Source: an optimization exercise on an open RTL-to-GDS flow (aim: small area, a short achievable clock period and few clock cycles per item). Production flows keep margins and buffers that such runs may drop.
In this exercise RTL edits were held to simulation tests only and were not proved equivalent to the original.
Power figures rest on the tool's default switching activity, not on a simulated workload.

==> flow/design.v <==
package mipsPkg;
    typedef enum logic [3:0] {
        ADD,
        SUB,
        AND,
        OR,
        XOR,
        NOR,
        SLT,
        SLTU,
        SLL,
        SRL,
        SRA,
        LUI
    } aluOpT;
    typedef enum logic [1:0] {
        ZERO,
        SIGN,
        UPPER
    } extOpT;
    typedef enum logic [1:0] {
        MULT,
        MULTU,
        DIV,
        DIVU
    } mdOpT;
endpackage
`timescale 1ns/1ns
module control (
    input  logic [31:0] instr,
    output logic        supported,
    output logic        hiLoDep
);
    logic [5:0] opcode;
    logic [5:0] funct;
    logic       rType;
    logic       rAlu, rShift, rHiLo;
    assign opcode = instr[31:26];
    assign funct  = instr[5:0];
    assign rType  = (opcode == 6'b000000);
    assign rAlu   = (funct[5:3] == 3'b100) || (funct[5:1] == 5'b10101);
    assign rShift = (funct[5:3] == 3'b000) && (funct[1:0] != 2'b01);
    assign rHiLo  = (funct[5:4] == 2'b01) && (funct[2] == 1'b0);
    assign supported = rType ? (rAlu || rShift || rHiLo) : (opcode[5:3] == 3'b001);
    assign hiLoDep   = rType && rHiLo;
endmodule
`timescale 1ns/1ns
module alu (
    input  logic [31:0] a,
    input  logic [31:0] b,
    input  logic [4:0]  shamt,
    input  logic        sub,
    input  logic        shLeft,
    input  logic        shArith,
    input  logic [10:0] sel,
    input  logic [31:0] hi,
    input  logic [31:0] lo,
    output logic [31:0] y
);
    logic [33:0] sumW;
    logic [32:0] sum;
    logic        ltS, ltU;
    logic [31:0] shIn, shOut, shRev;
    logic        fill;
    assign sumW = {1'b0, a, 1'b1} + {1'b0, sub ? ~b : b, sub};
    assign sum  = sumW[33:1];
    assign ltU = !sum[32];
    assign ltS = (a[31] ^ b[31]) ? a[31] : sum[31];
    always_comb begin
        for (int i = 0; i < 32; i++) begin
            shRev[i] = b[31 - i];
        end
    end
    assign shIn  = shLeft ? shRev : b;
    assign fill  = shArith & b[31];
    assign shOut = 32'($signed({fill, shIn}) >>> shamt);
    logic [31:0] shY;
    always_comb begin
        for (int i = 0; i < 32; i++) begin
            shY[i] = shLeft ? shOut[31 - i] : shOut[i];
        end
    end
    assign y = ({32{sel[4'd0]}}  & sum[31:0])
             | ({32{sel[4'd1]}}  & (a & b))
             | ({32{sel[4'd2]}}   & (a | b))
             | ({32{sel[4'd3]}}  & (a ^ b))
             | ({32{sel[4'd4]}}  & ~(a | b))
             | ({32{sel[4'd5]}}  & {31'd0, ltS})
             | ({32{sel[4'd6]}} & {31'd0, ltU})
             | ({32{sel[4'd7]}}  & shY)
             | ({32{sel[4'd8]}}    & b)
             | ({32{sel[4'd9]}}   & hi)
             | ({32{sel[4'd10]}}   & lo);
endmodule
`timescale 1ns/1ns
module mulDiv (
    input  logic        clk,
    input  logic        rstN,
    input  logic        start,
    input  logic        opSigned,
    input  logic        opDiv,
    input  logic [31:0] a,
    input  logic [31:0] b,
    input  logic        mtHi,
    input  logic        mtLo,
    input  logic [31:0] mtData,
    output logic        busy,
    output logic        busyNext,
    output logic        leftLe2,
    output logic        leftLe3,
    output logic [31:0] hi,
    output logic [31:0] lo
);
    logic        sAlign, sStep, sRes, sFix;
    logic        divMode, negHi, negLo;
    logic [5:0]  cnt;
    logic [33:0] bReg;
    logic [31:0] mReg;
    logic [33:0] b3Reg;
    logic        accept, lastStep, fixNeeded;
    logic [31:0] aMag, bMag;
    logic        aNeg, bNeg;
    logic [5:0]  lzHi, lzLo;
    assign aNeg   = opSigned & a[31];
    assign bNeg   = opSigned & b[31];
    assign aMag   = aNeg ? (~a + 32'd1) : a;
    assign bMag   = bNeg ? (~b + 32'd1) : b;
    assign accept = start && !(opDiv && (b == 32'd0));
    lzCount uLzHi (.x(aNeg ? ~a : a), .n(lzHi));
    lzCount uLzLo (.x(bNeg ? ~b : b), .n(lzLo));
    logic       swap, done, doneD, swapD;
    logic [5:0] shAmt, shAmtD;
    logic [6:0] lzAe, lzBe, divUp;
    assign lzAe   = {1'b0, lzHi} - {6'd0, aNeg};
    assign lzBe   = {1'b0, lzLo} - {6'd0, bNeg};
    assign divUp  = {1'b0, lzLo} + {6'd0, aNeg};
    assign swapD  = lzAe > lzBe;
    assign shAmtD = opDiv ? 6'(divUp - {1'b0, lzHi})
                          : ((swapD ? lzAe[5:0] : lzBe[5:0]) & 6'b111100);
    assign doneD  = opDiv ? (divUp < {1'b0, lzHi}) : ((a == 32'd0) || (b == 32'd0));
    logic [31:0] shSrc, mcand;
    logic [33:0] shRes;
    assign shSrc = (divMode || !swap) ? lo : hi;
    assign shRes = {2'b00, shSrc} << shAmt;
    assign mcand = swap ? lo : hi;
    logic [33:0] pp1, pp0;
    logic [35:0] csX, csY, csZ, csS, csC;
    always_comb begin
        case (mReg[31:30])
            2'd0:    pp1 = 34'd0;
            2'd1:    pp1 = {2'b00, bReg[31:0]};
            2'd2:    pp1 = {1'b0, bReg[31:0], 1'b0};
            default: pp1 = b3Reg;
        endcase
        case (mReg[29:28])
            2'd0:    pp0 = 34'd0;
            2'd1:    pp0 = {2'b00, bReg[31:0]};
            2'd2:    pp0 = {1'b0, bReg[31:0], 1'b0};
            default: pp0 = b3Reg;
        endcase
    end
    assign csX = {4'd0, lo[27:0], 4'd0};
    assign csY = {pp1, 2'b00};
    assign csZ = {2'b00, pp0};
    assign csS = csX ^ csY ^ csZ;
    assign csC = {((csX[34:0] & csY[34:0]) | (csX[34:0] & csZ[34:0])
                 | (csY[34:0] & csZ[34:0])), 1'b0};
    logic [35:0] addA, addB;
    logic        addC;
    logic [36:0] addW;
    logic [35:0] addS;
    logic        divGeq;
    always_comb begin
        if (sFix) begin
            addA = {4'd0, ~lo};
            addB = 36'd0;
            addC = 1'b1;
        end else if (sAlign) begin
            addA = {4'd0, mcand};
            addB = {3'd0, mcand, 1'b0};
            addC = 1'b0;
        end else if (divMode) begin
            addA = {4'd0, hi};
            addB = {2'b11, ~bReg};
            addC = 1'b1;
        end else begin
            addA = csS;
            addB = csC;
            addC = 1'b0;
        end
    end
    assign addW   = {addA, 1'b1} + {addB, addC};
    assign addS   = addW[36:1];
    assign divGeq = !addS[35];
    logic [3:0]  cQ;
    logic [31:0] incSrc;
    logic [3:0]  incAmt;
    logic [31:0] hiInc;
    logic        loZero;
    assign loZero = (lo == 32'd0);
    assign incSrc = sFix ? ~hi : hi;
    assign incAmt = sFix ? {3'd0, divMode | loZero} : cQ;
    assign hiInc  = incSrc + {28'd0, incAmt};
    assign lastStep  = sStep && (cnt == 6'd1);
    assign fixNeeded = negHi | negLo;
    logic nAlign, nStep, nRes, nFix, carryOut;
    assign carryOut = !divMode && (addS[35:32] != 4'd0);
    assign nAlign = accept;
    assign nStep  = (sAlign && !done) || (sStep && !lastStep);
    assign nRes   = lastStep && carryOut;
    assign nFix   = fixNeeded && ((sAlign && done && divMode)
                               || (lastStep && !carryOut) || sRes);
    assign busy     = sAlign | sStep | sRes | sFix;
    assign busyNext = nAlign | nStep | (lastStep && (!divMode || fixNeeded))
                    | (fixNeeded && ((sAlign && done && divMode) || sRes));
    logic [6:0] left;
    always_comb begin
        if (sStep)       left = {1'b0, cnt} + {6'd0, !divMode} + {6'd0, fixNeeded};
        else if (sRes)   left = 7'd1 + {6'd0, fixNeeded};
        else if (sFix)   left = 7'd1;
        else if (sAlign) left = done ? (7'd1 + {6'd0, divMode & fixNeeded}) : 7'd64;
        else             left = 7'd0;
    end
    assign leftLe2 = (left <= 7'd2);
    assign leftLe3 = (left <= 7'd3);
    always_ff @(posedge clk) begin
        if (!rstN) begin
            sAlign <= 1'b0;
            sStep  <= 1'b0;
            sRes   <= 1'b0;
            sFix   <= 1'b0;
        end else begin
            sAlign <= nAlign;
            sStep  <= nStep;
            sRes   <= nRes;
            sFix   <= nFix;
        end
    end
    always_ff @(posedge clk) begin
        if (accept) begin
            swap    <= swapD;
            shAmt   <= shAmtD;
            done    <= doneD;
            divMode <= opDiv;
            negHi   <= opDiv ? aNeg : (aNeg ^ bNeg);
            negLo   <= aNeg ^ bNeg;
        end
        if (sAlign) begin
            if (divMode) begin
                bReg <= shRes;
                cnt  <= shAmt + 6'd1;
            end else begin
                bReg  <= {2'b00, mcand};
                b3Reg <= addS[33:0];
                mReg  <= shRes[31:0];
                cnt   <= 6'd8 - {2'b00, shAmt[5:2]};
            end
        end
        if (sStep) begin
            cnt <= cnt - 6'd1;
            if (divMode) begin
                bReg <= {1'b0, bReg[33:1]};
            end else begin
                mReg <= {mReg[27:0], 4'b0000};
            end
        end
    end
    always_ff @(posedge clk) begin
        if (!rstN) begin
            hi <= '0;
            lo <= '0;
            cQ <= '0;
        end else if (accept) begin
            hi <= aMag;
            lo <= bMag;
            cQ <= 4'd0;
        end else if (sAlign) begin
            if (!divMode) hi <= 32'd0;
            lo <= 32'd0;
        end else if (sStep) begin
            if (divMode) begin
                if (divGeq) hi <= addS[31:0];
                lo <= {lo[30:0], divGeq};
            end else begin
                hi <= {hiInc[27:0], lo[31:28]};
                lo <= addS[31:0];
                cQ <= addS[35:32];
            end
        end else if (sRes) begin
            hi <= hiInc;
            cQ <= 4'd0;
        end else if (sFix) begin
            if (negHi) hi <= hiInc;
            if (negLo) lo <= addS[31:0];
        end else begin
            if (mtHi) hi <= mtData;
            if (mtLo) lo <= mtData;
        end
    end
endmodule
module lzCount (
    input  logic [31:0] x,
    output logic [5:0]  n
);
    logic [31:0] v4, v3, v2, v1;
    logic        z;
    assign z    = (x == 32'd0);
    assign n[5] = z;
    assign n[4] = !z && (x[31:16] == 16'd0);
    assign v4   = n[4] ? {x[15:0], 16'd0} : x;
    assign n[3] = !z && (v4[31:24] == 8'd0);
    assign v3   = n[3] ? {v4[23:0], 8'd0} : v4;
    assign n[2] = !z && (v3[31:28] == 4'd0);
    assign v2   = n[2] ? {v3[27:0], 4'd0} : v3;
    assign n[1] = !z && (v2[31:30] == 2'd0);
    assign v1   = n[1] ? {v2[29:0], 2'd0} : v2;
    assign n[0] = !z && !v1[31];
endmodule
`timescale 1ns/1ns
module regFile (
    input  logic        clk,
    input  logic        rstN,
    input  logic        we,
    input  logic [4:0]  wa,
    input  logic [31:0] wd,
    input  logic [4:0]  ra,
    input  logic        re,
    output logic [31:0] rd
);
    logic [31:0] regs [32];
    logic [31:0] valid;
    logic [31:0] sel;
    always_ff @(posedge clk) begin
        if (!rstN) begin
            valid <= '0;
        end else if (we && (wa != 5'd0)) begin
            valid[wa] <= 1'b1;
        end
    end
    always_ff @(posedge clk) begin
        if (we && (wa != 5'd0)) begin
            regs[wa] <= wd;
        end
    end
    always_comb begin
        for (int i = 0; i < 32; i++) begin
            sel[i] = (ra == 5'(i)) && valid[i] && re;
        end
    end
    always_comb begin
        rd = 32'd0;
        for (int i = 1; i < 32; i++) begin
            rd = rd | ({32{sel[i]}} & regs[i]);
        end
    end
endmodule
`timescale 1ns/1ns
module apbExecTop (
    input  logic        clk,
    input  logic        rstN,
    input  logic        pSel,
    input  logic        pEnable,
    input  logic        pWrite,
    input  logic [11:0] pAddr,
    input  logic [31:0] pWData,
    output logic [31:0] pRData,
    output logic        pReady,
    output logic        pSlvErr
);
    logic        setup, access;
    logic        aInstr, aReg, aHi, aLo, aErr;
    logic        supported, hiLoDep;
    logic [31:0] instrQ;
    logic        acInstr, acRead, acReg, acHi, acLo, acMt;
    logic        okMt, okOther, aMt, leftLe2, leftLe3;
    logic        wrD, wrQ, fwdQ, fwdD;
    logic        readyQ, errQ;
    logic [4:0]  portAddr;
    logic [31:0] portData, rfData;
    logic        mdBusy, unitBusy, unitBusyNext;
    logic        issue;
    assign setup  = pSel && !pEnable;
    assign access = pSel && pEnable;
    assign aInstr = pWrite && (pAddr == 12'h000) && supported;
    assign aReg   = !pWrite && (pAddr[11:7] == 5'b00010) && (pAddr[1:0] == 2'b00);
    assign aHi    = !pWrite && (pAddr == 12'h200);
    assign aLo    = !pWrite && (pAddr == 12'h204);
    assign aErr   = !(aInstr || aReg || aHi || aLo);
    control uControl (.instr(pWData), .supported(supported), .hiLoDep(hiLoDep));
    assign issue = access && readyQ && acInstr;
    assign pReady  = readyQ;
    assign pSlvErr = errQ;
    assign pRData = opA;
    logic capture;
    assign capture = access && !readyQ && acRead && !((acHi || acLo) && mdBusy);
    always_ff @(posedge clk) begin
        if (!rstN) begin
            readyQ  <= 1'b0;
            acInstr <= 1'b0;
            acRead  <= 1'b0;
            acReg   <= 1'b0;
            acHi    <= 1'b0;
            acLo    <= 1'b0;
        end else if (setup) begin
            acInstr <= aInstr;
            acRead  <= !pWrite;
            acReg   <= aReg;
            acHi    <= aHi;
            acLo    <= aLo;
            acMt    <= aMt;
            readyQ  <= pWrite && (aErr || !hiLoDep || (aMt ? okMt : okOther));
        end else if (access && !readyQ) begin
            if (acRead) begin
                readyQ <= capture;
            end else begin
                readyQ <= acMt ? okMt : okOther;
            end
        end else begin
            readyQ <= 1'b0;
        end
    end
    always_ff @(posedge clk) begin
        if (setup) begin
            instrQ <= pWData;
            errQ   <= aErr;
        end
    end
    logic        v1, v2;
    logic [31:0] opA, opB;
    logic [31:0] hi, lo;
    logic [5:0]  opcode, funct;
    logic        rType, immOp, shiftVar;
    logic [31:0] extImm;
    assign opcode   = instrQ[31:26];
    assign funct    = instrQ[5:0];
    assign rType    = (opcode == 6'b000000);
    assign immOp    = !rType;
    assign shiftVar = rType && (funct[5:3] == 3'b000) && funct[2];
    always_comb begin
        if (opcode[2:0] == 3'b111)        extImm = {instrQ[15:0], 16'h0000};
        else if (opcode[2] == 1'b0)       extImm = {{16{instrQ[15]}}, instrQ[15:0]};
        else                              extImm = {16'h0000, instrQ[15:0]};
    end
    logic        exWe, exSub, exShLeft, exShArith, exMd, exSigned, exDiv;
    logic [10:0] exSel;
    logic [4:0]  exRd, exShamt;
    logic        mtHi, mtLo;
    logic [31:0] exY;
    logic        wr;
    logic [3:0]  sel;
    logic        sub, wen;
    always_comb begin
        sel = 4'd0;
        sub = 1'b0;
        wen = 1'b1;
        if (rType) begin
            case (funct)
                6'h20, 6'h21: ;
                6'h22, 6'h23: sub = 1'b1;
                6'h24: sel = 4'd1;
                6'h25: sel = 4'd2;
                6'h26: sel = 4'd3;
                6'h27: sel = 4'd4;
                6'h2a: begin sel = 4'd5;  sub = 1'b1; end
                6'h2b: begin sel = 4'd6; sub = 1'b1; end
                6'h10: sel = 4'd9;
                6'h12: sel = 4'd10;
                6'h11, 6'h13, 6'h18, 6'h19, 6'h1a, 6'h1b: wen = 1'b0;
                default: sel = 4'd7;
            endcase
        end else begin
            case (opcode[2:0])
                3'b010: begin sel = 4'd5;  sub = 1'b1; end
                3'b011: begin sel = 4'd6; sub = 1'b1; end
                3'b100: sel = 4'd1;
                3'b101: sel = 4'd2;
                3'b110: sel = 4'd3;
                3'b111: sel = 4'd8;
                default: ;
            endcase
        end
    end
    assign mtHi = v1 && rType && (funct == 6'h11);
    assign mtLo = v1 && rType && (funct == 6'h13);
    always_ff @(posedge clk) begin
        if (!rstN) begin
            v1 <= 1'b0;
            v2 <= 1'b0;
        end else begin
            v1 <= issue;
            v2 <= v1;
        end
    end
    always_ff @(posedge clk) begin
        if (v1) begin
            exWe      <= wen;
            exSel     <= 11'd1 << sel;
            exSub     <= sub;
            exShLeft  <= (funct[1:0] == 2'b00);
            exShArith <= funct[0];
            exShamt   <= shiftVar ? opA[4:0] : instrQ[10:6];
            exRd      <= rType ? instrQ[15:11] : instrQ[20:16];
            exMd      <= rType && (funct[5:3] == 3'b011);
            exSigned  <= !funct[0];
            exDiv     <= funct[1];
        end
    end
    logic [4:0]  portAddrD, rdD;
    always_comb begin
        if (setup)      portAddrD = pWrite ? pWData[25:21] : pAddr[6:2];
        else if (issue) portAddrD = instrQ[20:16];
        else            portAddrD = portAddr;
    end
    assign rdD = rType ? instrQ[15:11] : instrQ[20:16];
    assign wrD  = v1 && wen && (rdD != 5'd0);
    assign fwdD = wrD && (rdD == portAddrD);
    always_ff @(posedge clk) begin
        portAddr <= portAddrD;
        if (!rstN) begin
            wrQ  <= 1'b0;
            fwdQ <= 1'b0;
        end else begin
            wrQ  <= wrD;
            fwdQ <= fwdD;
        end
    end
    assign wr       = wrQ;
    assign portData = fwdQ ? exY : rfData;
    always_ff @(posedge clk) begin
        if (issue) begin
            opA <= portData;
        end else if (capture) begin
            if (acReg)     opA <= portData;
            else if (acHi) opA <= hi;
            else if (acLo) opA <= lo;
            else           opA <= 32'd0;
        end
        if (v1) begin
            opB <= immOp ? extImm : portData;
        end
    end
    regFile uRegFile (
        .clk(clk), .rstN(rstN), .we(wr), .wa(exRd), .wd(exY),
        .ra(portAddr), .re(1'b1), .rd(rfData)
    );
    alu uAlu (
        .a(opA), .b(opB), .shamt(exShamt), .sub(exSub), .shLeft(exShLeft),
        .shArith(exShArith), .sel(exSel), .hi(hi), .lo(lo), .y(exY)
    );
    mulDiv uMulDiv (
        .clk(clk), .rstN(rstN), .start(v2 && exMd), .opSigned(exSigned),
        .opDiv(exDiv), .a(opA), .b(opB), .mtHi(mtHi), .mtLo(mtLo), .mtData(opA),
        .busy(unitBusy), .busyNext(unitBusyNext), .leftLe2(leftLe2),
        .leftLe3(leftLe3), .hi(hi), .lo(lo)
    );
    logic v1Md;
    assign v1Md       = v1 && rType && (funct[5:3] == 3'b011);
    assign mdBusy     = unitBusy || v1Md || (v2 && exMd);
    assign aMt     = (pWData[5:0] == 6'h11) || (pWData[5:0] == 6'h13);
    assign okMt    = !v1Md && !(v2 && exMd) && leftLe2;
    assign okOther = !v1Md && !(v2 && exMd) && leftLe3;
endmodule
==> flow/run.sh <==
#!/bin/bash
# synth_recipe.tcl (not shown) runs the flow's synth.tcl, then flattens the netlist and writes it again
# the make line also repeats each setting of config.mk as NAME=value (left out here)
make -C /OpenROAD-flow-scripts/flow DESIGN_CONFIG=/design/flow/config.mk WORK_HOME=/design/flow/orfs CLKGATE_MAP_FILE= SYNTH_SCRIPT=/design/flow/synth_recipe.tcl finish
==> flow/config.mk <==
export PLATFORM = sky130hd
export DESIGN_NAME = apbExecTop
export DESIGN_NICKNAME = apbExecTop
export VERILOG_FILES = /design/flow/design.v
export SDC_FILE = /design/flow/constraint.sdc
export NUM_CORES = 4
export LEC_CHECK = 0
export CAP_MARGIN = 20
export CORE_MARGIN = 2
export CORE_UTILIZATION = 50
export PLACE_DENSITY = 0.64
export SETUP_SLACK_MARGIN = 5
export SLEW_MARGIN = 20
==> flow/constraint.sdc <==
create_clock -name core_clock -period 10.0 [get_ports {clk}]
set_input_delay 2.0000 -clock core_clock [delete_from_list [all_inputs] [get_ports {clk}]]
set_output_delay 2.0000 -clock core_clock [all_outputs]
set_load 0.01 [all_outputs]
==> results of run 1 <==
==> worst max-delay path, stage by stage, from the launching register on <==
cell and delay (ps):
edfxtp_1 580, or4_4 630, nor4_4 310, buf_4 180, o21a_4 150, buf_6 150, o211ai_1 110, a2bb2o_1 280
a22oi_2 340, nand2b_4 240, a21o_1 90, nand3_1 230, ha_4 270, nand3b_1 120, xnor2_2 100, ha_1 320
a21oi_2 130, nor2b_1 50, o21ai_1 130, nand2_1 80, o21ai_2 180, nand2b_1 120, inv_1 70, a22oi_1 70
o21a_1 140
==> per-layer routing <==
layer,routed length [um],share of wire [%],track usage (%)
met3,51840,16,14.58
met1,119000,36,56.38
met4,22790,6.9,23.64
met2,138500,42,61.51
met5,132,0.040,0
==> cell type report <==
type                       count  area [sq um]
antenna                        9         22.52
clock buffer                 180          3855
clock inverter                99          1076
fill                       11906         60500
inverter                     160         626.9
multi-input combinational   4418         33290
sequential                  1353         38750
tap                         1917          2399
timing repair buffer         566          5036
timing repair inverter         1         7.507
==> flip-flops by register name, indices dropped and copies added (netlist names), 27 cells and up, named ones only <==
signal / flops
instrQ: 27
opA: 32
opB: 32
uMulDiv.b3Reg: 34
uMulDiv.bReg: 34
uMulDiv.hi: 32
uMulDiv.lo: 32
uMulDiv.mReg: 32
uRegFile.regs: 992
uRegFile.valid: 31
==> worst min-delay path by stage <==
stage                                          from                              end  slack (ps)  depth (start not counted)
floorplan                  uMulDiv.mReg[16]$_DFF_P_         uMulDiv.mReg[16]$_DFF_P_         420                          2
global placement           uMulDiv.mReg[17]$_DFF_P_         uMulDiv.mReg[17]$_DFF_P_         440                          2
detailed placement         uMulDiv.mReg[27]$_DFF_P_         uMulDiv.mReg[27]$_DFF_P_         450                          2
CTS                        uMulDiv.mReg[27]$_DFF_P_         uMulDiv.mReg[27]$_DFF_P_         460                          2
global route        uRegFile.valid[24]$_SDFFE_PN0P_  uRegFile.valid[24]$_SDFFE_PN0P_         480                          2
finish                     uMulDiv.mReg[17]$_DFF_P_         uMulDiv.mReg[17]$_DFF_P_         460                          2
==> power breakdown <==
group / switching (W) / internal, W / total, W
Sequential: 0.0000646 / 0.00608 / 0.00615
Clock: 0.00249 / 0.00305 / 0.00554
Combinational: 0.000221 / 0.000156 / 0.000377
Total: 0.00278 / 0.00929 / 0.0121
==> through the flow <==
step                      area [sq um]  utilization, %
after floorplan                  73290               -
final                            85060           58.44
after global placement           76590           52.61
after global routing             85040           58.42
after CTS                        83640           57.46
after detailed placement         76590           52.61
==> cell families (layout without fill, tap and decap cells) <==
| kind of cell | after synthesis | count (layout) |
|---|---|---|
| fa+ha+maj | 208 | 208 |
| xor+xnor | 224 | 224 |
| simple gates | 1560 | 1563 |
| compound gates | 2020 | 2020 |
| other cells | 0 | 9 |
| flops | 1353 | 1353 |
| mux | 403 | 403 |
| buf+inv | 735 | 1006 |
==> cell usage in the layout (no fill, tap or decap), types with 30 or more instances in the layout <==
cell | Yosys | layout
o22ai_1 | 64 | 57
a221oi_1 | 163 | 158
nand4_1 | 102 | 102
clkbuf_1 | 465 | 30
a31oi_1 | 62 | 56
dfxtp_1 | 190 | 181
o21ai_0 | 305 | 284
a21oi_1 | 361 | 340
clkinv_1 | 8 | 40
xnor2_1 | 136 | 127
clkdlybuf4s50_1 | 0 | 82
a222oi_1 | 37 | 37
edfxtp_1 | 1163 | 1163
mux4_2 | 77 | 77
a211oi_1 | 155 | 144
o211ai_1 | 56 | 56
a22oi_1 | 252 | 249
clkbuf_16 | 0 | 153
and3_1 | 70 | 38
fa_1 | 32 | 32
nand2_1 | 362 | 345
xor2_1 | 88 | 82
mux2_2 | 109 | 106
nor2_4 | 0 | 34
or3_1 | 48 | 44
o21a_1 | 31 | 30
nand3_1 | 140 | 138
a21o_1 | 58 | 58
a22o_1 | 207 | 207
nor3_1 | 83 | 76
and3_2 | 0 | 31
inv_1 | 139 | 134
nor2_1 | 523 | 484
mux2i_1 | 217 | 212
nor2b_1 | 39 | 37
ha_1 | 176 | 152
buf_4 | 6 | 424
==> what timing repair did <==
item                       in CTS  in global routing
resized for setup             197                156
pin swaps                      37                 93
setup endpoints to repair     160                128
hold buffers                    0                  0
setup buffers                 131                 84
gates cloned                    8                  7
==> flow_summary.yaml, run 1 <==
floorplanning:
  pin_count: 83
  num_rows: 140
  start_util_pct: 50.31
  core_area_sq_um: 145600
  die_area_sq_um: 149500
  die_h_um: 386.7
  die_x_um: 386.7
logic_synthesis:
  synth_fa_ha_area_share_pct: 3.882
  synth_top_area_share_pct: 47.69
  yosysMostFrequentCell: "edfxtp_1"
  ys_top_cells_by_count: "edfxtp_1, nor2_1, clkbuf_1, nand2_1, a21oi_1"
  synth.avg_cell_area_sq_um: 11.26
  async_reset_ff_share_pct: 0
  synth_warnings: 4
  synth_compound_area_share_pct: 19.47
  synthFlopType: "edfxtp_1"
  yosysTopAreaCell: "edfxtp_1"
  synth_seq_cells: 1353
  ys_seq_area_share_pct: 52.88
  synth-xor-area-share_pct: 2.679
  synth_cells: 6503
  synth_edf_count: 1163
  syn-cell-area_sq_um: 73240
  ys_types: 108
  synth_top_family_by_area: "compound AO/OA/AOI/OAI gates"
  yosys-top-cells-area: "edfxtp_1, dfxtp_1, ha_1"
  muxShareOfSynthArea_pct: 7.010
  syn-num-nets: 6760
  synth-simple-area-share_pct: 10.22
power:
  ir_drop_mv: 0.1791
  p_per_area_nw_per_um2: 141.9
  power.total_w: 0.01207
  p_leak_nw: 29.93
clock_tree:
  clock-root-buffer: "clkbuf_16"
  htree_levels: 4
  cts_buffers: 149
  path_clk_slew_ps: 70
  cts_max_path_buffers: 3
  cts_tree: "built"
  clk_latency_ps: 850
  cts_num_sinks: 1353
timing:
  worst_slew_pin_slew_ps: 1263
  max_freq_mhz: 186.9
  post-route-period-util_pct: 53.50
  skew_ps: 94.75
  rsz0062_at_grt: "yes"
  hold_ws_ps: 457.6
  slew_viol_final: 0
  tns_ps: 0
  hold_violations: 0
  setup_violations: 0
  fin_ws_ps: 4650
  min_period_ps: 5350
  slew_headroom_pct: 15.53
global_routing:
  grt_max_degree: 77
  grt_pass1_wl_mm: 453.8
  track_usage_pct: 42.69
  grt_pass1_vias: 58358
  grt.overflow.total: 0
  antenna_found_initial: 17
worst_setup_path:
  worstReg2RegEnd: "uMulDiv.shAmt[2]$_DFFE_PP_"
  reg2reg_slack_ps: 4650
  r2r_cells: 24
  arrival_ps: 5900
  crit_required_ps: 10550
  cp-start-kind: "flip-flop"
  crit_end: "uMulDiv.shAmt[2]$_DFFE_PP_"
  crit_fanout: 9
  r2r-start: "opA[18]$_DFFE_PP_"
  worstSetupPathType: "reg -> reg"
  worst_setup_path_end_kind: "flip-flop"
  cp-startpoint: "opA[18]$_DFFE_PP_"
placement:
  gp_congestion: 1.013
  port_buffers: 82
  pre_cts_slack_ps: 3437
  place_hpwl_mm: 208.8
  numPlacedInstances: 8184
layout:
  fin_cells: 8703
  synthToLayoutAreaGrowth_pct: 16.15
  num-nets-final: 6906
  drive_gt1_share_pct: 18.13
detailed_routing:
  wire_per_inst_um: 38.18
  drt-initial-drc-count: 11614
  first_pass_iters: 12
  drc: 0
  ant_nets: 0
  routed_via_density: 7.381
  vias: 64233
  wirelength_mm: 332.2
worst_hold_path:
  hold_class: "reg -> reg"
status:
  status: "finished clean"
job:
  drv_cap: 0
Testbench counts, summed over its fixed seeds: cycles 27,794, items 12,128.
==> run 2: changes to the inputs <==
--- a/flow/design.v
+++ b/flow/design.v
@@ -129,19 +129,24 @@
     lzCount uLzHi (.x(aNeg ? ~a : a), .n(lzHi));
     lzCount uLzLo (.x(bNeg ? ~b : b), .n(lzLo));
     logic       swap, done, doneD, swapD;
-    logic [5:0] shAmt, shAmtD;
+    logic [5:0] shAmt, lzA, lzB;
+    logic       aNegQ, bNegQ;
     logic [6:0] lzAe, lzBe, divUp;
     assign lzAe   = {1'b0, lzHi} - {6'd0, aNeg};
     assign lzBe   = {1'b0, lzLo} - {6'd0, bNeg};
     assign divUp  = {1'b0, lzLo} + {6'd0, aNeg};
     assign swapD  = lzAe > lzBe;
-    assign shAmtD = opDiv ? 6'(divUp - {1'b0, lzHi})
-                          : ((swapD ? lzAe[5:0] : lzBe[5:0]) & 6'b111100);
     assign doneD  = opDiv ? (divUp < {1'b0, lzHi}) : ((a == 32'd0) || (b == 32'd0));
     logic [31:0] shSrc, mcand;
     logic [33:0] shRes;
     assign shSrc = (divMode || !swap) ? lo : hi;
-    assign shRes = {2'b00, shSrc} << shAmt;
+    logic [6:0] lzAeQ, lzBeQ, divUpQ;
+    assign lzAeQ  = {1'b0, lzA} - {6'd0, aNegQ};
+    assign lzBeQ  = {1'b0, lzB} - {6'd0, bNegQ};
+    assign divUpQ = {1'b0, lzB} + {6'd0, aNegQ};
+    assign shAmt  = divMode ? 6'(divUpQ - {1'b0, lzA})
+                            : ((swap ? lzAeQ[5:0] : lzBeQ[5:0]) & 6'b111100);
+    assign shRes  = {2'b00, shSrc} << shAmt;
     assign mcand = swap ? lo : hi;
     logic [33:0] pp1, pp0;
     logic [35:0] csX, csY, csZ, csS, csC;
@@ -239,7 +244,10 @@
     always_ff @(posedge clk) begin
         if (accept) begin
             swap    <= swapD;
-            shAmt   <= shAmtD;
+            lzA     <= lzHi;
+            lzB     <= lzLo;
+            aNegQ   <= aNeg;
+            bNegQ   <= bNeg;
             done    <= doneD;
             divMode <= opDiv;
             negHi   <= opDiv ? aNeg : (aNeg ^ bNeg);
@@ -377,7 +385,7 @@
     logic        readyQ, errQ;
     logic [4:0]  portAddr;
     logic [31:0] portData, rfData;
-    logic        mdBusy, unitBusy, unitBusyNext;
+    logic        mdBusyNext, unitBusy, unitBusyNext;
     logic        issue;
     assign setup  = pSel && !pEnable;
     assign access = pSel && pEnable;
@@ -390,9 +398,9 @@
     assign issue = access && readyQ && acInstr;
     assign pReady  = readyQ;
     assign pSlvErr = errQ;
-    assign pRData = opA;
+    assign pRData = (acHi || acLo) ? (acHi ? hi : lo) : opA;
     logic capture;
-    assign capture = access && !readyQ && acRead && !((acHi || acLo) && mdBusy);
+    assign capture = access && !readyQ && acRead && !(acHi || acLo);
     always_ff @(posedge clk) begin
         if (!rstN) begin
             readyQ  <= 1'b0;
@@ -408,10 +416,11 @@
             acHi    <= aHi;
             acLo    <= aLo;
             acMt    <= aMt;
-            readyQ  <= pWrite && (aErr || !hiLoDep || (aMt ? okMt : okOther));
+            readyQ  <= pWrite ? (aErr || !hiLoDep || (aMt ? okMt : okOther))
+                              : ((aHi || aLo) && !mdBusyNext);
         end else if (access && !readyQ) begin
             if (acRead) begin
-                readyQ <= capture;
+                readyQ <= capture || ((acHi || acLo) && !mdBusyNext);
             end else begin
                 readyQ <= acMt ? okMt : okOther;
             end
@@ -530,10 +539,7 @@
         if (issue) begin
             opA <= portData;
         end else if (capture) begin
-            if (acReg)     opA <= portData;
-            else if (acHi) opA <= hi;
-            else if (acLo) opA <= lo;
-            else           opA <= 32'd0;
+            opA <= acReg ? portData : 32'd0;
         end
         if (v1) begin
             opB <= immOp ? extImm : portData;
@@ -555,7 +561,7 @@
     );
     logic v1Md;
     assign v1Md       = v1 && rType && (funct[5:3] == 3'b011);
-    assign mdBusy     = unitBusy || v1Md || (v2 && exMd);
+    assign mdBusyNext = unitBusyNext || v1Md;
     assign aMt     = (pWData[5:0] == 6'h11) || (pWData[5:0] == 6'h13);
     assign okMt    = !v1Md && !(v2 && exMd) && leftLe2;
     assign okOther = !v1Md && !(v2 && exMd) && leftLe3;
==> run 2 against run 1 <==
  * Routed wire length rose by 1.1%
  * Largest cell class unchanged
  * Largest power group unchanged
  * Cell area rose by 0.32%
  * Critical path type unchanged
  * Cell count rose by 1.7%
==> flow_summary.yaml, run 2 <==
status:
  status: "finished clean"
power:
  p_leak_nw: 29.53
  p_per_area_nw_per_um2: 144.9
  ir_drop_mv: 0.1813
logic_synthesis:
  ys_types: 103
  synth_seq_cells: 1361
  muxShareOfSynthArea_pct: 6.724
  yosys-top-cells-area: "edfxtp_1, dfxtp_1, mux2i_1"
  syn-num-nets: 6961
  synth_fa_ha_area_share_pct: 3.984
  yosysTopAreaCell: "edfxtp_1"
  async_reset_ff_share_pct: 0
  synth_compound_area_share_pct: 19.22
  synth_warnings: 4
  synth-xor-area-share_pct: 2.654
  synthFlopType: "edfxtp_1"
  syn-cell-area_sq_um: 73870
  synth.avg_cell_area_sq_um: 11.03
  ys_top_cells_by_count: "edfxtp_1, nor2_1, clkbuf_1, a21oi_1, nand2_1"
  synth_top_family_by_area: "compound AO/OA/AOI/OAI gates"
  synth_edf_count: 1171
  yosysMostFrequentCell: "edfxtp_1"
  ys_seq_area_share_pct: 52.75
  synth_top_area_share_pct: 47.60
  synth_cells: 6696
  synth-simple-area-share_pct: 10.79
worst_setup_path:
  crit_fanout: 18
  crit_required_ps: 10640
  cp-start-kind: "flip-flop"
  cp_cell_sequence: "buf_4 > nor3_1 > and4_1 > a41oi_2 > o21ai_4 > inv_4 > a2111o_1 > a21o_1 > or3_1 > a31oi_2 > o221a_1 > ha_2 > ha_4 > nand3_4 > xnor2_2 > ha_1 > a21o_1 > nand2_1 > nand3b_1 > or4_4 > o21ai_2"
  worstSetupPathType: "reg -> reg"
  path_buf_inv: 2
  worst_setup_path_end_kind: "flip-flop"
  slowest_delay_ps: 440
  critical-path-top-delay-family: "compound AO/OA/AOI/OAI gates"
  arrival_ps: 5820
  crit_slowest_cell: "or4_4"
  cpMostUsedCell: "a21o_1"
layout:
  fill_cells: 12307
  fin_area_sq_um: 85330
  synthToLayoutAreaGrowth_pct: 15.51
  top_register: "uRegFile.regs"
  num-nets-final: 7059
  largest_reg_flops: 992
  reg_top3: "uRegFile.regs: 992 flops, uMulDiv.b3Reg: 34 flops, uMulDiv.bReg: 34 flops"
  drive_gt1_share_pct: 16.90
  final_common_cell: "edfxtp_1"
  mostFrequentLayoutCells: "edfxtp_1, nor2_1, a21oi_1"
detailed_routing:
  first_pass_iters: 12
  drc: 0
  vias: 64885
  routed_via_density: 7.332
  wire_per_inst_um: 37.94
  wirelength_mm: 335.8
  ant_nets: 0
  drt-initial-drc-count: 11121
timing:
  skew_ps: 63.36
  slew_viol_final: 0
  worst_slew_pin_slew_ps: 1244
  hold_violations: 0
  rsz0062_at_grt: "yes"
  min_period_ps: 5182
  slew_headroom_pct: 16.99
  post-route-period-util_pct: 51.82
  max_freq_mhz: 193.0
  tns_ps: 0
  setup_violations: 0
placement:
  gp_congestion: 1.061
  post_dp_cell_area_sq_um: 77190
  port_buffers: 82
  place_hpwl_mm: 211.6
floorplanning:
  num_rows: 141
  start_util_pct: 50.21
  pin_count: 83
  die_x_um: 388.4
  core_area_sq_um: 147100
  die_h_um: 388.4
  die_area_sq_um: 150800
clock_tree:
  path_clk_slew_ps: 60
  clk_latency_ps: 830
  clock-root-buffer: "clkbuf_16"
  htree_levels: 4
  cts_tree: "built"
  cts_num_sinks: 1361
  cts_max_path_buffers: 3
  cts_buffers: 148
worst_hold_path:
  hold_class: "reg -> reg"
job:
  drv_cap: 0
global_routing:
  grt.overflow.total: 0
  track_usage_pct: 43.10
  grt_pass1_vias: 59115
  grt_max_degree: 79
  antenna_found_initial: 23
  grt_pass1_wl_mm: 461.7
==> run 2: routing by layer <==
layer	GRT usage (%)	wire, um	vias to the layer above
met1	57.54	122000	31935
met3	13.26	49490	1241
met5	0.4785	272	-
met4	24.06	22990	26
met2	62.35	141000	5512
li1	-	-	26171
==> run 2: per-stage QoR <==
stage	power, W	hold WS [ps]	cells	worst slack [ps]	utilization, %
5_1_grt	0.01261	481.3	8844	4674	57.99
2_1_floorplan	0.006532	424.4	6696	5006	-
4_1_cts	0.01231	456.4	8753	4796	57.01
3_5_place_dp	0.006706	444.4	8368	3617	52.46
3_3_place_gp	0.006704	437.0	8367	3660	52.45
6_report	0.01236	466.3	8850	4818	58.00
==> run 2: final cells by class <==
class,instances,area (sq um),share of cell area (%)
Clock buffer,183,3960,4.641
Timing Repair inverter,3,18.77,0.02199
Inverter,165,659.4,0.7727
Clock inverter,84,1056,1.238
Sequential cell,1361,39000,45.70
Antenna cell,9,22.52,0.02639
Timing Repair Buffer,527,4676,5.479
Tap cell,1930,2415,2.830
Multi-Input combinational cell,4588,33530,39.29
==> run 2: path summary, 6_finish.rpt <==
check | from | endpoint | slack [ps] | cells after the start
max | opB[9]$_DFFE_PP_ | uMulDiv.done$_DFFE_PP_ | 4820 | 21
min | uMulDiv.mReg[17]$_DFF_P_ | uMulDiv.mReg[17]$_DFF_P_ | 470 | 2
max reg2reg | opB[9]$_DFFE_PP_ | uMulDiv.done$_DFFE_PP_ | 4820 | 21
min reg2reg | uMulDiv.mReg[17]$_DFF_P_ | uMulDiv.mReg[17]$_DFF_P_ | 470 | 2
==> run 2: repair_timing <==
action                     4_1_cts  5_1_grt
setup endpoints to repair      220      232
buffers inserted               110       80
gates cloned                     8        7
hold buffers                     0        0
pin swaps                       31       73
gates resized for setup        161      150
==> run 2: kinds of logic (layout without fill, tap and decap cells) <==
family | Yosys count | in the layout
compound gates | 2047 | 2048
mux | 423 | 423
fa+ha+maj | 216 | 216
xor+xnor | 223 | 223
buf+inv | 752 | 962
other cells | 0 | 9
simple gates | 1674 | 1678
flops | 1361 | 1361
==> run 2: where the power goes <==
| part | switching, W | total (W) | internal [W] | leakage [nW] |
|---|---|---|---|---|
| Clock | 0.00248 | 0.00570 | 0.00322 | 2.41 |
| Combinational | 0.000264 | 0.000459 | 0.000194 | 15.3 |
| Sequential | 0.0000775 | 0.00621 | 0.00613 | 11.9 |
==> run 2: worst register-to-register path: stages (launching register included) <==
cell and delay, ps:
edfxtp_1 380, buf_4 250, nor3_1 260, and4_1 240, a41oi_2 100, o21ai_4 350, inv_4 80, a2111o_1 400
a21o_1 230, or3_1 380, a31oi_2 250, o221a_1 260, ha_2 230, ha_4 160, nand3_4 70, xnor2_2 140
ha_1 310, a21o_1 160, nand2_1 60, nand3b_1 100, or4_4 440, o21ai_2 140
Testbench counts of run 2, summed over its fixed seeds: cycles 27,453, items 12,128.
==> run 3: changes to the inputs <==
--- a/flow/config.mk
+++ b/flow/config.mk
@@ -7,7 +7,7 @@
 export LEC_CHECK = 0
 export CAP_MARGIN = 20
 export CORE_MARGIN = 2
-export CORE_UTILIZATION = 50
-export PLACE_DENSITY = 0.64
+export CORE_UTILIZATION = 45
+export PLACE_DENSITY = 0.6
 export SETUP_SLACK_MARGIN = 5
 export SLEW_MARGIN = 20
==> run 3 against run 2 <==
  * Still clean
  * Setup slack worse by 40 ps
  * Global-route usage is 3.2 points lower
  * Non-clock buffer count is 37 higher
  * Routed wire length is 3.5% higher
  * Cell area is 1.2% higher
  * First-iteration DRC count is 1.0% higher
  * Highest routed layer unchanged
==> flow_summary.yaml, run 3 <==
worst_setup_path:
  worstReg2RegEnd: "uMulDiv.done$_DFFE_PP_"
  cpMostUsedCell: "buf_6"
  crit_slowest_cell: "or4_1"
  r2r-start: "exSigned$_DFFE_PP_"
  worstSetupPathType: "reg -> reg"
  reg2reg_slack_ps: 4780
  cp-start-kind: "flip-flop"
  path_buf_inv: 4
  crit_fanout: 6
  cp_cell_sequence: "buf_6 > buf_6 > a21oi_2 > a32o_1 > o2111a_2 > buf_6 > o221ai_1 > a32oi_2 > buf_4 > nor3_1 > a211oi_1 > o22ai_1 > a31oi_2 > o221a_1 > ha_2 > ha_4 > nand3_4 > xnor2_2 > ha_1 > a21o_1 > nand2_1 > nand3b_1 > or4_1 > o21ai_1"
  critical-path-top-delay-family: "compound AO/OA/AOI/OAI gates"
  worst_setup_path_end_kind: "flip-flop"
  slowest_delay_ps: 500
  crit_required_ps: 10650
  arrival_ps: 5870
  cp-startpoint: "exSigned$_DFFE_PP_"
  r2r_cells: 24
layout:
  multi_input_area_sq_um: 33810
  drive_gt1_share_pct: 17.80
  synthToLayoutAreaGrowth_pct: 16.90
  ff_latch_area_sq_um: 39000
  mostFrequentLayoutCells: "edfxtp_1, nor2_1, buf_4"
  post-route-util_pct: 52.99
  top_register: "uRegFile.regs"
  reg_top3: "uRegFile.regs: 992 flops, uMulDiv.b3Reg: 34 flops, uMulDiv.bReg: 34 flops"
  final_common_cell: "edfxtp_1"
  num-nets-final: 7096
  largest_reg_flops: 992
  fill_cells: 14208
timing:
  rsz0062_at_grt: "yes"
  max_freq_mhz: 191.5
  post-route-period-util_pct: 52.21
  min_period_ps: 5221
  setup_violations: 0
  hold_violations: 0
  slew_headroom_pct: 15.04
  skew_ps: 88.87
  slew_viol_final: 0
  worst_slew_pin_slew_ps: 1270
  hold_ws_ps: 463.1
  tns_ps: 0
placement:
  port_buffers: 82
  place_hpwl_mm: 217.7
  gp_congestion: 1.010
global_routing:
  antenna_found_initial: 29
  grt_max_degree: 163
  track_usage_pct: 39.93
  grt.overflow.total: 0
  grt_pass1_wl_mm: 472.4
  grt_pass1_vias: 58596
worst_hold_path:
  hold_end: "uRegFile.valid[7]$_SDFFE_PN0P_"
  hold_class: "reg -> reg"
  holdPathStages: 2
  worstHoldStart: "uRegFile.valid[7]$_SDFFE_PN0P_"
clock_tree:
  cts_buffers: 150
  clk_latency_ps: 870
  clock-root-buffer: "clkbuf_16"
  cts_max_path_buffers: 3
  holdBufCountCts: 0
  cts_tree: "built"
  path_clk_slew_ps: 70
  cts_num_sinks: 1361
  htree_levels: 4
logic_synthesis:
  muxShareOfSynthArea_pct: 6.724
  syn-cell-area_sq_um: 73870
  synth_top_area_share_pct: 47.60
  yosys-top-cells-area: "edfxtp_1, dfxtp_1, mux2i_1"
  synth_cells: 6696
  ys_top_cells_by_count: "edfxtp_1, nor2_1, clkbuf_1, a21oi_1, nand2_1"
  synth_top_family_by_area: "compound AO/OA/AOI/OAI gates"
  synthFlopType: "edfxtp_1"
  ys_seq_area_share_pct: 52.75
  async_reset_ff_share_pct: 0
  synth_warnings: 4
  synth_edf_count: 1171
  synth-simple-area-share_pct: 10.79
  syn-num-nets: 6961
  synth_fa_ha_area_share_pct: 3.984
  yosysMostFrequentCell: "edfxtp_1"
  synth_seq_cells: 1361
  yosysTopAreaCell: "edfxtp_1"
  ys_types: 103
  synth.avg_cell_area_sq_um: 11.03
  synth-xor-area-share_pct: 2.654
  synth_compound_area_share_pct: 19.22
floorplanning:
  die_x_um: 409.2
  start_util_pct: 45.33
  die_area_sq_um: 167400
  core_area_sq_um: 163000
  num_rows: 148
  die_h_um: 409.2
  pin_count: 83
job:
  drv_cap: 0
detailed_routing:
  wire_per_inst_um: 38.07
  first_pass_iters: 10
  vias: 64848
  wirelength_mm: 347.6
  routed_via_density: 7.103
  drt-initial-drc-count: 11237
  drc: 0
  ant_nets: 0
power:
  p_leak_nw: 29.79
  power.total_w: 0.01240
  ir_drop_mv: 0.1878
  p_per_area_nw_per_um2: 143.6
status:
  status: "finished clean"
run 3: changes by cell type in the layout (fill, tap and decap cells not counted), moves of 4 or more:
cell / previous run / this run
clkinv_2: 20 / 16
o21ai_2: 10 / 16
buf_6: 17 / 30
clkbuf_1: 27 / 34
nor2_4: 33 / 37
inv_6: 8 / 2
buf_4: 393 / 413
nor2_1: 510 / 504
a21oi_1: 401 / 394
o21ai_0: 312 / 304
a21oi_4: 2 / 6
a211oi_1: 92 / 88
clkbuf_16: 155 / 159
run 3: through the flow:
stage	worst slack (ps)	instance area, sq um	instances
after detailed placement	3106	77580	8623
after global placement	3082	77570	8623
after floorplan	5006	73900	6696
after CTS	4763	84600	9029
final	4779	86360	9130
after global routing	4618	86350	9125
run 3: kinds of logic (layout without fill, tap and decap cells):
logic type	after synthesis	count (layout)
compound gates	2047	2047
xor+xnor	223	223
fa+ha+maj	216	216
buf+inv	752	1001
flops	1361	1361
mux	423	423
other cells	0	6
simple gates	1674	1678
run 3: how the worst max path moves through the flow:
stage          slack, ps                          end  cells past startpoint
3_3_place_gp        3080       uMulDiv.done$_DFFE_PP_                     25
4_1_cts             4760       uMulDiv.done$_DFFE_PP_                     26
2_1_floorplan       5010  uMulDiv.hi[12]$_SDFFE_PN0P_                     21
5_1_grt             4620       uMulDiv.done$_DFFE_PP_                     24
3_5_place_dp        3110       uMulDiv.done$_DFFE_PP_                     24
6_report            4780       uMulDiv.done$_DFFE_PP_                     24
run 3: what timing repair did:
| action | 4_1_cts | 5_1_grt |
|---|---|---|
| pin swaps | 56 | 85 |
| gates cloned | 13 | 7 |
| endpoints found under the setup margin | 239 | 200 |
| setup buffers | 123 | 87 |
| gates resized for setup | 191 | 199 |
run 3: final cells by class:
cell class / instances / share of cell area [%]
multi-input combinational: 4587 / 39.15
inverter: 165 / 0.7650
timing repair buffer: 564 / 5.882
tap: 2175 / 3.151
antenna: 6 / 0.01739
timing repair inverter: 2 / 0.01594
clock inverter: 79 / 1.181
clock buffer: 191 / 4.671
sequential: 1361 / 45.16
run 3: routing by layer:
layer  track usage, %  part of all wire (%)  vias up  wire length [um]
met5                0                  0.13        -               449
met4            20.76                   6.3       34             21930
met3            11.15                    13     1119             46530
li1                 -                     -    26220                 -
met2            57.59                    42     5044            145500
met1            54.73                    38    32431            133200
run 3: where the power goes:
group          total, W  switching, W  internal (W)
Combinational  0.000458      0.000267      0.000190
Sequential      0.00620     0.0000743       0.00613
Clock           0.00574       0.00248       0.00326
run 3: worst reg2reg max path, delay by kind of cell, from the launching register on:
| kind | cells | cell delay, ps |
|---|---|---|
| AO/OA/AOI/OAI | 11 | 2430 |
| AND/OR/NAND/NOR | 5 | 770 |
| adder cells (fa/ha/maj) | 3 | 620 |
| buffers and inverters | 4 | 580 |
| flip-flops | 1 | 430 |
| XOR/XNOR | 1 | 180 |

==> what the ideal ports hide <==
The flow's constraints put no driver on any port. The routed layouts listed below were extracted and timed again, unchanged, in two steps.
Step 1 (the two cells are an assumption about what drives the block):
set clk [get_ports {clk}]
set_driving_cell -lib_cell sky130_fd_sc_hd__clkbuf_16 $clk
set_driving_cell -lib_cell sky130_fd_sc_hd__buf_2 [delete_from_list [all_inputs] $clk]
Step 2 moves the port delays by t, midway between the first and last clock arrival at a register: inputs arrive t later, outputs are due t later. That takes back most of the time a late clock gives input paths.
Slacks: no drivers / after step 1 / after step 2; pairs: no drivers / after step 1.
| run | shift t [ns] | setup slack, ns | latest minus earliest clock arrival (ns) | worst register clock-pin slew, ns |
|---|---|---|---|---|
| run 1 | 0.889 | 4.650 / 4.650 / 4.345 | 0.095 / 0.095 | 0.07 / 0.07 |
| run 2 | 0.888 | 4.818 / 4.818 / 4.818 | 0.065 / 0.066 | 0.07 / 0.07 |
| run 3 | 0.910 | 4.779 / 4.779 / 4.779 | 0.089 / 0.089 | 0.07 / 0.07 |
After both steps every run listed still meets setup and hold. For run 1, which loses most, drivers alone change the setup slack by 0.000 ns; drivers and shift together by -0.305 ns.
